This is an optimization exercise on Yosys and OpenROAD, whose aim is small area, a short achievable clock period and few clock cycles per item, not a production implementation. The RTL was checked by simulation tests, not by an equivalence proof against the original design.

Setup of xenon:
==> flow/design.v (excerpt) <==
module serpent_block_cipher_unit (
  input  wire logic         clk_i,
  input  wire logic         rst_ni,
  input  wire logic         psel_i,
  input  wire logic         penable_i,
  input  wire logic         pwrite_i,
  input  wire logic [5:0]   paddr_i,
  input  wire logic [63:0]  pwdata_i,
  output logic [63:0]       prdata_o,
  output logic              pready_o,
  input  wire logic         s_axis_tvalid_i,
  output logic              s_axis_tready_o,
  input  wire logic [127:0] s_axis_tdata_i,   
  input  wire logic         s_axis_tuser_i,   
  output logic              m_axis_tvalid_o,
  input  wire logic         m_axis_tready_i,
  output logic [127:0]      m_axis_tdata_o    
);
Size in the first run: about 43000 cells after synthesis, ~400 I/O pins, roughly 0.35 mm2 of cells after synthesis.
clock: 10.0 ns
lec_check: 0
cap_margin: 40
core_margin: 2
core_utilization: 30
place_density: 0.42
setup_slack_margin: 5.0
slew_margin: 40
synth_memory_max_bits: 8192
standard.sh (not shown) runs the stock make flow with config.mk's settings and CLKGATE_MAP_FILE= SYNTH_SCRIPT=/design/flow/synth_recipe.tcl, a recipe that flattens the netlist after the stock synthesis.
==> flow/flow/run.sh <==
#!/bin/bash
# Layout flow: the standard synthesis, then the combinational logic mapped
# again onto the cells (flip-flops kept as they are, names and cell types
# unchanged), then the standard layout from floorplan to finish, with one
# more repair of slew, capacitance and setup timing just before detailed
# routing (flow/pre_drt.tcl).
# Each tool writes its full output to a log of its own in the work folder.
set -euo pipefail
WORK=$(pwd)
FLOWDIR=$WORK/flow
R=$WORK/orfs/results/$FLOW_PLATFORM/serpent_block_cipher_unit/base
YOSYS=${YOSYS_EXE:-$FLOW_HOME/../tools/install/yosys/bin/yosys}
[ -x "$YOSYS" ] || YOSYS=yosys

bash standard.sh synth > $WORK/log_synth.txt 2>&1

cp $R/1_2_yosys.v $WORK/std_synth.v
LIB=$FLOW_HOME/platforms/$FLOW_PLATFORM/lib/sky130_fd_sc_hd__tt_025C_1v80.lib \
IN=$WORK/std_synth.v OUT=$WORK/remapped.v TOP=$FLOW_TOP SCRIPT=$FLOWDIR/remap.abc \
  "$YOSYS" -c $FLOWDIR/remap.tcl > $WORK/log_remap.txt 2>&1

cp $WORK/remapped.v $R/1_2_yosys.v
rm -f $R/1_synth.odb
export PRE_DETAIL_ROUTE_TCL=$FLOWDIR/pre_drt.tcl
bash standard.sh finish > $WORK/log_finish.txt 2>&1
==> flow/flow/pre_drt.tcl <==
# Before detailed routing: the global routes (with the antenna fixes) are
# final, so repair slew, capacitance and setup timing once more with their
# parasitics, then legalize and route the changed nets incrementally.
proc env_or {name default} {
  if {[info exists ::env($name)] && $::env($name) ne ""} { return $::env($name) }
  return $default
}
if {[info exists ::env(DONT_USE_CELLS)]} { set_dont_use $::env(DONT_USE_CELLS) }
set_propagated_clock [all_clocks]
estimate_parasitics -global_routing
report_worst_slack -max
global_route -start_incremental
repair_design -slew_margin [env_or SLEW_MARGIN 40] -cap_margin [env_or CAP_MARGIN 40] -verbose
repair_timing -setup -setup_margin [env_or SETUP_SLACK_MARGIN 5.0] -repair_tns 100 -verbose
detailed_placement
check_placement -verbose
global_route -end_incremental
estimate_parasitics -global_routing
report_worst_slack -max
==> flow/flow/remap.abc <==
&get -n
&st
&dch -f
&nf -D 3500
&put
topo
stime -c
buffer -c
upsize -c
dnsize -c
==> flow/flow/remap.tcl <==
# Map the combinational logic of the standard synthesis netlist again.
# Flip-flops and tie cells stay as they are (blackboxes keep their instance
# names and cell types); every other cell is read as its liberty function.
yosys -import
set lib $::env(LIB)
read_liberty -ignore_miss_func $lib
blackbox sky130_fd_sc_hd__df* sky130_fd_sc_hd__edf* sky130_fd_sc_hd__sdf* sky130_fd_sc_hd__sedf* sky130_fd_sc_hd__dl* sky130_fd_sc_hd__conb_1
read_verilog $::env(IN)
hierarchy -check -top $::env(TOP)
flatten
opt_clean
set fh [open abc.constr w]
puts $fh "set_driving_cell sky130_fd_sc_hd__buf_1"
puts $fh "set_load 5"
close $fh
abc -liberty $lib -constr abc.constr -D 3500 -script $::env(SCRIPT) \
  -dont_use *lpflow* -dont_use *probe* -dont_use *clkdly* -dont_use *dlygate* \
  -dont_use *sdlclkp* -dont_use *dlclkp* -dont_use *a222oi*
opt_clean -purge
# cell definitions again (as blackboxes) so that the checks see every port
read_liberty -lib -overwrite -ignore_miss_func $lib
hilomap -singleton -hicell sky130_fd_sc_hd__conb_1 HI -locell sky130_fd_sc_hd__conb_1 LO
splitnets
opt_clean -purge
insbuf -buf sky130_fd_sc_hd__buf_4 A X
check -assert
tee -o remap_stat.txt stat -liberty $lib
write_verilog -noattr -noexpr -nohex -nodec $::env(OUT)
In the summary table, xenon is marked failed, with error GRT-0116 raised in global routing.
Testbench counts of xenon, summed over its fixed seeds: cycles 5,196, items 1,536.
Inputs modified between xenon and yarrow:
--- a/flow/design.v
+++ b/flow/design.v
@@ -325,23 +325,23 @@
   logic [255:0] ud_q [4];
   logic [127:0] ye [4], re [4], yd [4], rd [4];
   logic [255:0] une [4], und [4];
   logic [2:0]   sele [4], seld [4];
   logic [255:0] e_q;           
   logic         e_val_q, pc_busy_q;
   logic [3:0]   itag_q, otag_q;
   logic         ovalid_q;
   logic [127:0] odata_q;
   logic [255:0] ue_in;
   logic [127:0] ke_in, kd_in;
-  logic         rdye3_q, pcce3_q, tagoke3_q, compe2;
+  logic         rdye3_q, pcce3_q, compe3_q, tagoke3_q;
   logic         rdyd3_q, tagokd3_q;
   logic         ofree, exite, exitd, conte, contd, freee, freed;
   logic         acce, accd, launch;
   for (genvar m = 0; m < 4; m++) begin : g_sel
     logic goe, god, lste, lstd;
     assign goe  = (m == 3) ? conte : 1'b1;
     assign god  = (m == 3) ? contd : 1'b1;
     assign lste = (m == 3) && (lape_q[m] == 2'd3);
     assign lstd = (m == 3) && (lapd_q[m] == 2'd3);
     assign sele[m] = {goe && donee_q[m], goe && !donee_q[m] && lste, goe && !donee_q[m] && !lste};
     assign seld[m] = {god && doned_q[m], god && !doned_q[m] && lstd, god && !doned_q[m] && !lstd};
@@ -368,23 +368,22 @@
       .u_o   (und[m])
     );
   end
   serp_ctrl u_ctrl (
     .key_i ({key_q[3], key_q[2], key_q[1], key_q[0]}),
     .klen_i(klen_q),
     .e_i   (e_q),
     .ue_o  (ue_in),
     .ke_o  (ke_in),
     .kd_o  (kd_in)
   );
-  assign compe2 = ve_q[2] && !donee_q[2] && lape_q[2] == 2'd3;
   assign ofree = !ovalid_q || m_axis_tready_i;
   assign exite = rdye3_q && tagoke3_q && ofree;
   assign exitd = rdyd3_q && tagokd3_q && ofree;
   assign conte = ve_q[3] && !exite && !pcce3_q && !(key_wr && pce_q[3]);
   assign contd = vd_q[3] && !exitd;
   assign freee = !ve_q[3] || pcce3_q || exite;
   assign freed = !contd;
   assign s_axis_tready_o = s_axis_tuser_i ? (freed && e_val_q) : freee;
   assign acce   = s_axis_tvalid_i && !s_axis_tuser_i && freee;
   assign accd   = s_axis_tvalid_i && s_axis_tuser_i && freed && e_val_q;
   assign launch = !conte && !acce && !e_val_q && !pc_busy_q && !key_wr;
@@ -393,46 +392,48 @@
       for (int m = 0; m < 4; m++) begin
         ve_q[m] <= 1'b0;
         vd_q[m] <= 1'b0;
       end
       e_val_q   <= 1'b0;
       pc_busy_q <= 1'b0;
       itag_q    <= '0;
       otag_q    <= '0;
       ovalid_q  <= 1'b0;
       rdye3_q   <= 1'b0;
       pcce3_q   <= 1'b0;
+      compe3_q  <= 1'b0;
       tagoke3_q <= 1'b0;
       rdyd3_q   <= 1'b0;
       tagokd3_q <= 1'b0;
     end else begin
       for (int m = 0; m < 3; m++) begin
         ve_q[m+1] <= ve_q[m] && !(key_wr && pce_q[m]);
         vd_q[m+1] <= vd_q[m];
       end
       ve_q[0] <= conte || acce || launch;
       vd_q[0] <= contd || accd;
       rdye3_q   <= ve_q[2] && !pce_q[2] && (donee_q[2] || lape_q[2] == 2'd3);
       pcce3_q   <= ve_q[2] && pce_q[2] && !donee_q[2] && lape_q[2] == 2'd3 && !key_wr;
+      compe3_q  <= ve_q[2] && !donee_q[2] && lape_q[2] == 2'd3;
       tagoke3_q <= (tage_q[2] == ((exite || exitd) ? otag_q + 4'd1 : otag_q));
       rdyd3_q   <= vd_q[2] && (doned_q[2] || lapd_q[2] == 2'd3);
       tagokd3_q <= (tagd_q[2] == ((exite || exitd) ? otag_q + 4'd1 : otag_q));
       if (acce || accd) itag_q <= itag_q + 4'd1;
       if (exite || exitd) otag_q <= otag_q + 4'd1;
       if (exite || exitd) ovalid_q <= 1'b1;
       else if (m_axis_tready_i) ovalid_q <= 1'b0;
       if (key_wr) begin
         e_val_q   <= 1'b0;
         pc_busy_q <= 1'b0;
       end else begin
-        if (compe2) e_val_q <= 1'b1;
+        if (compe3_q) e_val_q <= 1'b1;
         if (launch) pc_busy_q <= 1'b1;
         else if (pcce3_q) pc_busy_q <= 1'b0;
       end
     end
   end
   always_ff @(posedge clk_i) begin
     for (int m = 0; m < 3; m++) begin
       pce_q[m+1]   <= pce_q[m];
       donee_q[m+1] <= donee_q[m];
       lape_q[m+1]  <= lape_q[m];
       tage_q[m+1]  <= tage_q[m];
@@ -462,18 +463,18 @@
       doned_q[0] <= doned_q[3] || lapd_q[3] == 2'd3;
       lapd_q[0]  <= lapd_q[3] + 2'd1;
       tagd_q[0]  <= tagd_q[3];
       ud_q[0]    <= und[3];
     end else begin
       doned_q[0] <= 1'b0;
       lapd_q[0]  <= 2'd0;
       tagd_q[0]  <= itag_q;
       ud_q[0]    <= e_q;
     end
     xd_q[0] <= yd[3] | ({128{!contd}} & (s_axis_tdata_i ^ kd_in));
-    if (compe2 && !e_val_q) e_q <= une[2];
+    if (compe3_q && !e_val_q) e_q <= ue_q[3];
     if (exite || exitd) odata_q <= exite ? re[3] : rd[3];
   end
   assign m_axis_tvalid_o = ovalid_q;
   assign m_axis_tdata_o  = odata_q;
 endmodule
 `default_nettype wire
### Flow results
On synthesized cell count, xenon tracks yarrow almost exactly. For the placed wire-length estimate after detailed placement, yarrow came in about 0.34% lower than xenon did. yarrow: done, clean on timing, DRC and antenna. xenon → yarrow: synthesized area went down by about 0.7%, standard-cell row count was more or less identical. yarrow — instance area after placement about 0.7% lower, xenon as reference. Number of nets produced by synthesis: xenon vs yarrow — no meaningful difference.
Testbench counts of yarrow, summed over its fixed seeds: cycles 5,228, items 1,536.

==> afterwards: timing with drivers on the ports <==
In the flow no input, the clock included, has a driving cell. The finished layout below was timed again as built, in two steps. Step 1, drivers: a clkbuf_16 drives clk_i and a buf_2 each remaining input, both assumed. Step 2 adds t to the input delays and takes it off the output delays; t is the mean of the earliest and latest rising clock arrival at the registers after step 1. Input paths then give back, and output paths get back, about the clock's delay inside the block. a / b / c = ideal / step 1 / step 2; a / b = the first two.
run: yarrow
shift t [ns]: 1.387
setup slack, ns: 4.604 / 4.604 / 3.701
hold WS [ns]: 0.325 / 0.325 / 0.325
slew at the worst register clock pin (ns): 0.08 / 0.08
pins driven straight from the clock port: 1
After both steps setup and hold are still met in yarrow. The setup slack of yarrow moves by 0.000 ns with the drivers and by -0.903 ns with both steps.
